This design comes from an exercise in tuning for small area, a short achievable clock period and few clock cycles on the open sky130 flow, not from production work.
Where RTL was checked, it was by simulation tests only, not by an equivalence proof against the original.
Power and IR drop assume default switching activity.

Setup of alpha:
==> flow/design.v <==
package data_ram_pkg;
  typedef enum logic {
    ST_IDLE  = 1'b0,
    ST_SWEEP = 1'b1
  } state_e;
  function automatic integer lanes_of(input integer d_w, input integer lane_w);
    lanes_of = d_w / lane_w;
  endfunction
endpackage
module dr_and2 #(parameter int W = 1) (
  input  logic [W-1:0] a,
  input  logic [W-1:0] b,
  output logic [W-1:0] y
);
  assign y = a & b;
endmodule
module dr_sel8 (
  input  logic [7:0] d,
  input  logic [7:0] s,
  output logic       y
);
  logic [3:0] n;
  for (genvar p = 0; p < 4; p++) begin : g_p
    assign n[p] = ~((d[2*p] & s[2*p]) | (d[2*p+1] & s[2*p+1]));
  end
  assign y = ~(&n);
endmodule
module dr_nand4 #(parameter int W = 1) (
  input  logic [W-1:0] a, b, c, d,
  output logic [W-1:0] y
);
  assign y = ~(a & b & c & d);
endmodule
module dr_nor4 #(parameter int W = 1) (
  input  logic [W-1:0] a, b, c, d,
  output logic [W-1:0] y
);
  assign y = ~(a | b | c | d);
endmodule
module data_ram_array #(
  parameter int             A_W    = 7,
  parameter int             D_W    = 16,
  parameter int             LANE_W = 8,
  parameter logic [D_W-1:0] FILL   = 16'hA5A5
) (
  input  logic                    clk,
  input  logic                    fill_i,        
  input  logic                    we_i,
  input  logic [D_W/LANE_W-1:0]   lane_mask_i,
  input  logic [A_W-1:0]          addr_i,
  input  logic [D_W-1:0]          wdata_i,
  output logic [D_W-1:0]          rdata_o
);
  localparam int LANES = D_W / LANE_W;
  localparam int WORDS = 2**A_W;
  localparam int LO_W  = 3;
  localparam int HI_W  = A_W - LO_W;
  localparam int NLO   = 2**LO_W;
  localparam int NHI   = 2**HI_W;
  logic [D_W-1:0]       mem_q [WORDS];
  logic [D_W-1:0]       wdata;
  logic [NLO-1:0]       lo;           
  logic [NHI-1:0]       hi;           
  logic [LANES*NHI-1:0] hi_we;        
  logic [NLO-1:0]       lo_we;        
  logic [WORDS-1:0]     sel;          
  assign wdata = fill_i ? FILL : wdata_i;
  always_comb begin
    for (int m = 0; m < NLO; m++) begin
      lo[m]    = (addr_i[LO_W-1:0] == LO_W'(m));
      lo_we[m] = fill_i || lo[m];
    end
    for (int j = 0; j < NHI; j++) begin
      hi[j] = (addr_i[A_W-1:LO_W] == HI_W'(j));
      for (int k = 0; k < LANES; k++)
        hi_we[k*NHI+j] = fill_i || (we_i && lane_mask_i[k] && hi[j]);
    end
  end
  always_ff @(posedge clk) begin
    for (int i = 0; i < WORDS; i++) begin
      for (int k = 0; k < LANES; k++) begin
        if (hi_we[k*NHI+i/NLO] && lo_we[i%NLO]) begin
          mem_q[i][k*LANE_W +: LANE_W] <= wdata[k*LANE_W +: LANE_W];
        end
      end
    end
  end
  logic [D_W-1:0] l2 [WORDS/8];
  logic [D_W-1:0] l3 [WORDS/32];
  for (genvar i = 0; i < WORDS; i++) begin : g_sel
    dr_and2 #(.W(1)) u_sel (.a(hi[i/NLO]), .b(lo[i%NLO]), .y(sel[i]));
  end
  for (genvar q = 0; q < WORDS/8; q++) begin : g_l2
    for (genvar b = 0; b < D_W; b++) begin : g_bit
      dr_sel8 u_l2 (
        .d({mem_q[8*q+7][b], mem_q[8*q+6][b], mem_q[8*q+5][b], mem_q[8*q+4][b],
            mem_q[8*q+3][b], mem_q[8*q+2][b], mem_q[8*q+1][b], mem_q[8*q][b]}),
        .s(sel[8*q +: 8]),
        .y(l2[q][b])
      );
    end
  end
  for (genvar r = 0; r < WORDS/32; r++) begin : g_l3
    dr_nor4 #(.W(D_W)) u_l3 (
      .a(l2[4*r]), .b(l2[4*r+1]), .c(l2[4*r+2]), .d(l2[4*r+3]), .y(l3[r])
    );
  end
  dr_nand4 #(.W(D_W)) u_l4 (.a(l3[0]), .b(l3[1]), .c(l3[2]), .d(l3[3]), .y(rdata_o));
endmodule
module data_ram_sweep #(
  parameter int             A_W       = 7,
  parameter int             D_W       = 16,
  parameter int             LANE_W    = 8,
  parameter logic [D_W-1:0] FILL      = 16'hA5A5
) (
  input  logic                              clk,
  input  logic                              clear,
  input  logic                              enable,
  input  logic                              read_en,
  input  logic                              write_en,
  input  logic [A_W-1:0]                    addr,
  input  logic [D_W-1:0]                    datain,
  input  logic [D_W / LANE_W-1:0]           lane_en,
  input  logic                              scrub_req,
  output logic [D_W-1:0]                    dataout,
  output logic                              rd_valid,
  output logic                              busy,
  output logic                              acc_err
);
  logic             init_q;       
  logic [D_W-1:0]   dout_n_q;     
  logic             rd_valid_q, acc_err_q;
  logic             rd_ok, wr_ok, fill;
  logic [D_W-1:0]   arr_rdata;
  assign busy  = init_q;
  assign rd_ok = !init_q && enable && read_en;
  assign wr_ok = !init_q && enable && write_en;
  assign fill  = init_q || scrub_req;
  always_ff @(posedge clk or negedge clear) begin
    if (!clear) begin
      init_q     <= 1'b1;
      rd_valid_q <= 1'b0;
      acc_err_q  <= 1'b0;
      dout_n_q   <= '1;
    end else begin
      init_q     <= 1'b0;
      rd_valid_q <= rd_ok;
      acc_err_q  <= init_q && enable && (read_en || write_en);
      if (rd_ok) dout_n_q <= ~arr_rdata;
    end
  end
  data_ram_array #(
    .A_W    (A_W),
    .D_W    (D_W),
    .LANE_W (LANE_W),
    .FILL   (FILL)
  ) u_array (
    .clk         (clk),
    .fill_i      (fill),
    .we_i        (wr_ok),
    .lane_mask_i (lane_en),
    .addr_i      (addr),
    .wdata_i     (datain),
    .rdata_o     (arr_rdata)
  );
  assign dataout  = ~dout_n_q;
  assign rd_valid = rd_valid_q;
  assign acc_err  = acc_err_q;
endmodule
Settings: LEC_CHECK=0, CAP_MARGIN=20, CORE_MARGIN=2, CORE_UTILIZATION=40, CTS_CLUSTER_DIAMETER=80, CTS_CLUSTER_SIZE=20, SETUP_SLACK_MARGIN=1.7, SLEW_MARGIN=20, SYNTH_HIERARCHICAL=1, SYNTH_MINIMUM_KEEP_SIZE=0; clock period 4.0 ns.
run.sh (not shown) runs the stock make flow with config.mk's settings and CLKGATE_MAP_FILE= SYNTH_SCRIPT=/design/flow/synth_recipe.tcl, a recipe that flattens the netlist after the stock synthesis.
Here is what was changed in the inputs of delta compared with alpha.
--- a/flow/design.v
+++ b/flow/design.v
@@ -77,10 +77,16 @@
     end
   end
+  logic [D_W-1:0] we [WORDS];   
+  for (genvar i = 0; i < WORDS; i++) begin : g_we
+    for (genvar k = 0; k < LANES; k++) begin : g_lane
+      logic we_l;
+      dr_and2 #(.W(1)) u_we (.a(hi_we[k*NHI+i/NLO]), .b(lo_we[i%NLO]), .y(we_l));
+      assign we[i][k*LANE_W +: LANE_W] = {LANE_W{we_l}};
+    end
+  end
   always_ff @(posedge clk) begin
     for (int i = 0; i < WORDS; i++) begin
-      for (int k = 0; k < LANES; k++) begin
-        if (hi_we[k*NHI+i/NLO] && lo_we[i%NLO]) begin
-          mem_q[i][k*LANE_W +: LANE_W] <= wdata[k*LANE_W +: LANE_W];
-        end
+      for (int b = 0; b < D_W; b++) begin
+        if (we[i][b]) mem_q[i][b] <= wdata[b];
       end
     end
@@ -129,5 +135,5 @@
 );
   logic             init_q;       
-  logic [D_W-1:0]   dout_n_q;     
+  logic [D_W-1:0]   dout_q;
   logic             rd_valid_q, acc_err_q;
   logic             rd_ok, wr_ok, fill;
@@ -142,10 +148,10 @@
       rd_valid_q <= 1'b0;
       acc_err_q  <= 1'b0;
-      dout_n_q   <= '1;
+      dout_q     <= '0;
     end else begin
       init_q     <= 1'b0;
       rd_valid_q <= rd_ok;
       acc_err_q  <= init_q && enable && (read_en || write_en);
-      if (rd_ok) dout_n_q <= ~arr_rdata;
+      if (rd_ok) dout_q <= arr_rdata;
     end
   end
@@ -164,5 +170,5 @@
     .rdata_o     (arr_rdata)
   );
-  assign dataout  = ~dout_n_q;
+  assign dataout  = dout_q;
   assign rd_valid = rd_valid_q;
   assign acc_err  = acc_err_q;
[summary]
[compare] base=alpha new=delta: final critical-path required period climbed 0.14 ns; count of buffering cells on the critical path with inverters included dropped 1.
Note that the count of clock-buffer cells in the layout recorded for delta amounts to 1.11 times the value seen in alpha.
Diff delta..alpha | share of power burned in the clock network | negligible
Against alpha, weighted congestion reported at the end of routability-driven placement in delta fell by a few percent.
Endpoint of the most critical setup path = dout_q[0]: delta; endpoint of the most critical setup path = dout_n_q[8]: alpha
No functional check of the RTL was part of any run of this note.


Setup of build 80:
// data_ram_sweep: RTL as listed in full above, without the edits since
Settings: LEC_CHECK=0, CAP_MARGIN=20, CORE_MARGIN=2, CORE_UTILIZATION=40, CTS_CLUSTER_DIAMETER=80, CTS_CLUSTER_SIZE=20, SETUP_SLACK_MARGIN=1.6, SLEW_MARGIN=20, SYNTH_HIERARCHICAL=1, SYNTH_MINIMUM_KEEP_SIZE=0; clock period 4.0 ns.
Input changes introduced in build 45 (baseline for comparison: build 80):
-- flow/design.v --
<<< build 80, line 38
  assign y = ~(a | b | c | d);
endmodule
module data_ram_array #(
  parameter int             A_W    = 7,
>>> build 45, line 38
  assign y = ~(a | b | c | d);
endmodule
module dr_aoi41 #(parameter int W = 1) (
  input  logic [W-1:0] a, b, c, d,
  input  logic         k,
  output logic [W-1:0] y
);
  assign y = ~((a & b & c & d) | {W{k}});
endmodule
module data_ram_array #(
  parameter int             A_W    = 7,
<<< build 80, line 47
  input  logic                    fill_i,        
  input  logic                    we_i,
  input  logic [D_W/LANE_W-1:0]   lane_mask_i,
  input  logic [A_W-1:0]          addr_i,
>>> build 45, line 54
  input  logic                    fill_i,        
  input  logic                    we_i,
  input  logic                    re_i,          
  input  logic                    kill_i,        
  input  logic [D_W/LANE_W-1:0]   lane_mask_i,
  input  logic [A_W-1:0]          addr_i,
<<< build 80, line 61
  logic [D_W-1:0]       wdata;
  logic [NLO-1:0]       lo;           
  logic [NHI-1:0]       hi;           
  logic [LANES*NHI-1:0] hi_we;        
>>> build 45, line 70
  logic [D_W-1:0]       wdata;
  logic [NLO-1:0]       lo;           
  logic [NLO-1:0]       lo_re;        
  logic [NHI-1:0]       hi;           
  logic [LANES*NHI-1:0] hi_we;        
<<< build 80, line 70
      lo[m]    = (addr_i[LO_W-1:0] == LO_W'(m));
      lo_we[m] = fill_i || lo[m];
    end
    for (int j = 0; j < NHI; j++) begin
>>> build 45, line 80
      lo[m]    = (addr_i[LO_W-1:0] == LO_W'(m));
      lo_we[m] = fill_i || lo[m];
      lo_re[m] = re_i && lo[m];
    end
    for (int j = 0; j < NHI; j++) begin
<<< build 80, line 89
  logic [D_W-1:0] l3 [WORDS/32];
  for (genvar i = 0; i < WORDS; i++) begin : g_sel
    dr_and2 #(.W(1)) u_sel (.a(hi[i/NLO]), .b(lo[i%NLO]), .y(sel[i]));
  end
  for (genvar q = 0; q < WORDS/8; q++) begin : g_l2
>>> build 45, line 100
  logic [D_W-1:0] l3 [WORDS/32];
  for (genvar i = 0; i < WORDS; i++) begin : g_sel
    dr_and2 #(.W(1)) u_sel (.a(hi[i/NLO]), .b(lo_re[i%NLO]), .y(sel[i]));
  end
  for (genvar q = 0; q < WORDS/8; q++) begin : g_l2
<<< build 80, line 106
    );
  end
  dr_nand4 #(.W(D_W)) u_l4 (.a(l3[0]), .b(l3[1]), .c(l3[2]), .d(l3[3]), .y(rdata_o));
endmodule
module data_ram_sweep #(
>>> build 45, line 117
    );
  end
  dr_aoi41 #(.W(D_W)) u_l4 (
    .a(l3[0]), .b(l3[1]), .c(l3[2]), .d(l3[3]), .k(kill_i), .y(rdata_o)
  );
endmodule
module data_ram_sweep #(
<<< build 80, line 129
);
  logic             init_q;       
  logic [D_W-1:0]   dout_n_q;     
  logic             rd_valid_q, acc_err_q;
  logic             rd_ok, wr_ok, fill;
>>> build 45, line 142
);
  logic             init_q;       
  logic [D_W-1:0]   dout_q;       
  logic [D_W-1:0]   hold_q;       
  logic             rd_valid_q, acc_err_q;
  logic             rd_ok, wr_ok, fill;
<<< build 80, line 142
      rd_valid_q <= 1'b0;
      acc_err_q  <= 1'b0;
      dout_n_q   <= '1;
    end else begin
      init_q     <= 1'b0;
      rd_valid_q <= rd_ok;
      acc_err_q  <= init_q && enable && (read_en || write_en);
      if (rd_ok) dout_n_q <= ~arr_rdata;
    end
  end
>>> build 45, line 156
      rd_valid_q <= 1'b0;
      acc_err_q  <= 1'b0;
      dout_q     <= '0;
      hold_q     <= '0;
    end else begin
      init_q     <= 1'b0;
      rd_valid_q <= rd_ok;
      acc_err_q  <= init_q && enable && (read_en || write_en);
      dout_q     <= arr_rdata;
      hold_q     <= rd_ok ? '0 : (rd_valid_q ? dout_q : hold_q);
    end
  end
<<< build 80, line 159
    .fill_i      (fill),
    .we_i        (wr_ok),
    .lane_mask_i (lane_en),
    .addr_i      (addr),
>>> build 45, line 175
    .fill_i      (fill),
    .we_i        (wr_ok),
    .re_i        (enable && read_en),
    .kill_i      (init_q),
    .lane_mask_i (lane_en),
    .addr_i      (addr),
<<< build 80, line 164
    .rdata_o     (arr_rdata)
  );
  assign dataout  = ~dout_n_q;
  assign rd_valid = rd_valid_q;
  assign acc_err  = acc_err_q;
>>> build 45, line 182
    .rdata_o     (arr_rdata)
  );
  assign dataout  = dout_q | hold_q;
  assign rd_valid = rd_valid_q;
  assign acc_err  = acc_err_q;
Results
Build 45 ends up with a buffering overhead that is 1.1 points higher than in build 80. Build 45 reports a higher part of the total power dissipated in sequential elements than build 80 does. Build 45 ended with more number of standard cells after synthesis than build 80. Multi-input gate area in the final layout in build 45 is 600 um^2 above build 80. Comparing build 45 against build 80, there is no change at all in total negative slack. Relative to build 80, the worst-case vdd ir drop of build 45 is higher by 14%. On synthesized area, the higher figure sits with build 45, not build 80. Share of flip-flops with an asynchronous set or reset after synthesis sits higher in build 45 than in build 80. Routed wire length up about 0.8% in build 45 wrt build 80.
Testbench counts of build 45, summed over its fixed seeds: cycles 21,171.
Function not checked in build 80: the RTL went through the layout flow alone.

re-timing with driven ports:
The flow's constraints put no driver on any port. The routed layouts listed below were extracted and timed again, unchanged, in two steps. Step 1 sets driving cells, clkbuf_16 on the clock port and buf_2 on the other inputs (assumed; they add their load-dependent delay and slew). Step 2, shift: input delay + t, output delay - t, t = (earliest + latest rising clock arrival at the registers) / 2. This alone moves slack from input paths to output paths. a / b / c = ideal ports / drivers / drivers and shift; a / b = the first two.
run | shift t [ns] | setup slack, ns | worst setup path after step 2 | worst register clock-pin slew, ns | cell pins on the clock port's net
alpha | 0.855 | 1.264 / 1.298 / 0.443 | input to register | 0.09 / 0.09 | 1
delta | 0.850 | 1.127 / 1.191 / 0.341 | input to register | 0.09 / 0.09 | 1
build 80 | 0.853 | 1.278 / 1.303 / 0.454 | input to register | 0.09 / 0.09 | 1
build 45 | 0.859 | 1.217 / 1.261 / 0.402 | input to register | 0.09 / 0.09 | 1
After both steps every run listed still meets setup and hold. The setup slack of build 80, which loses most, moves by +0.025 ns with the drivers and by -0.824 ns with both steps.
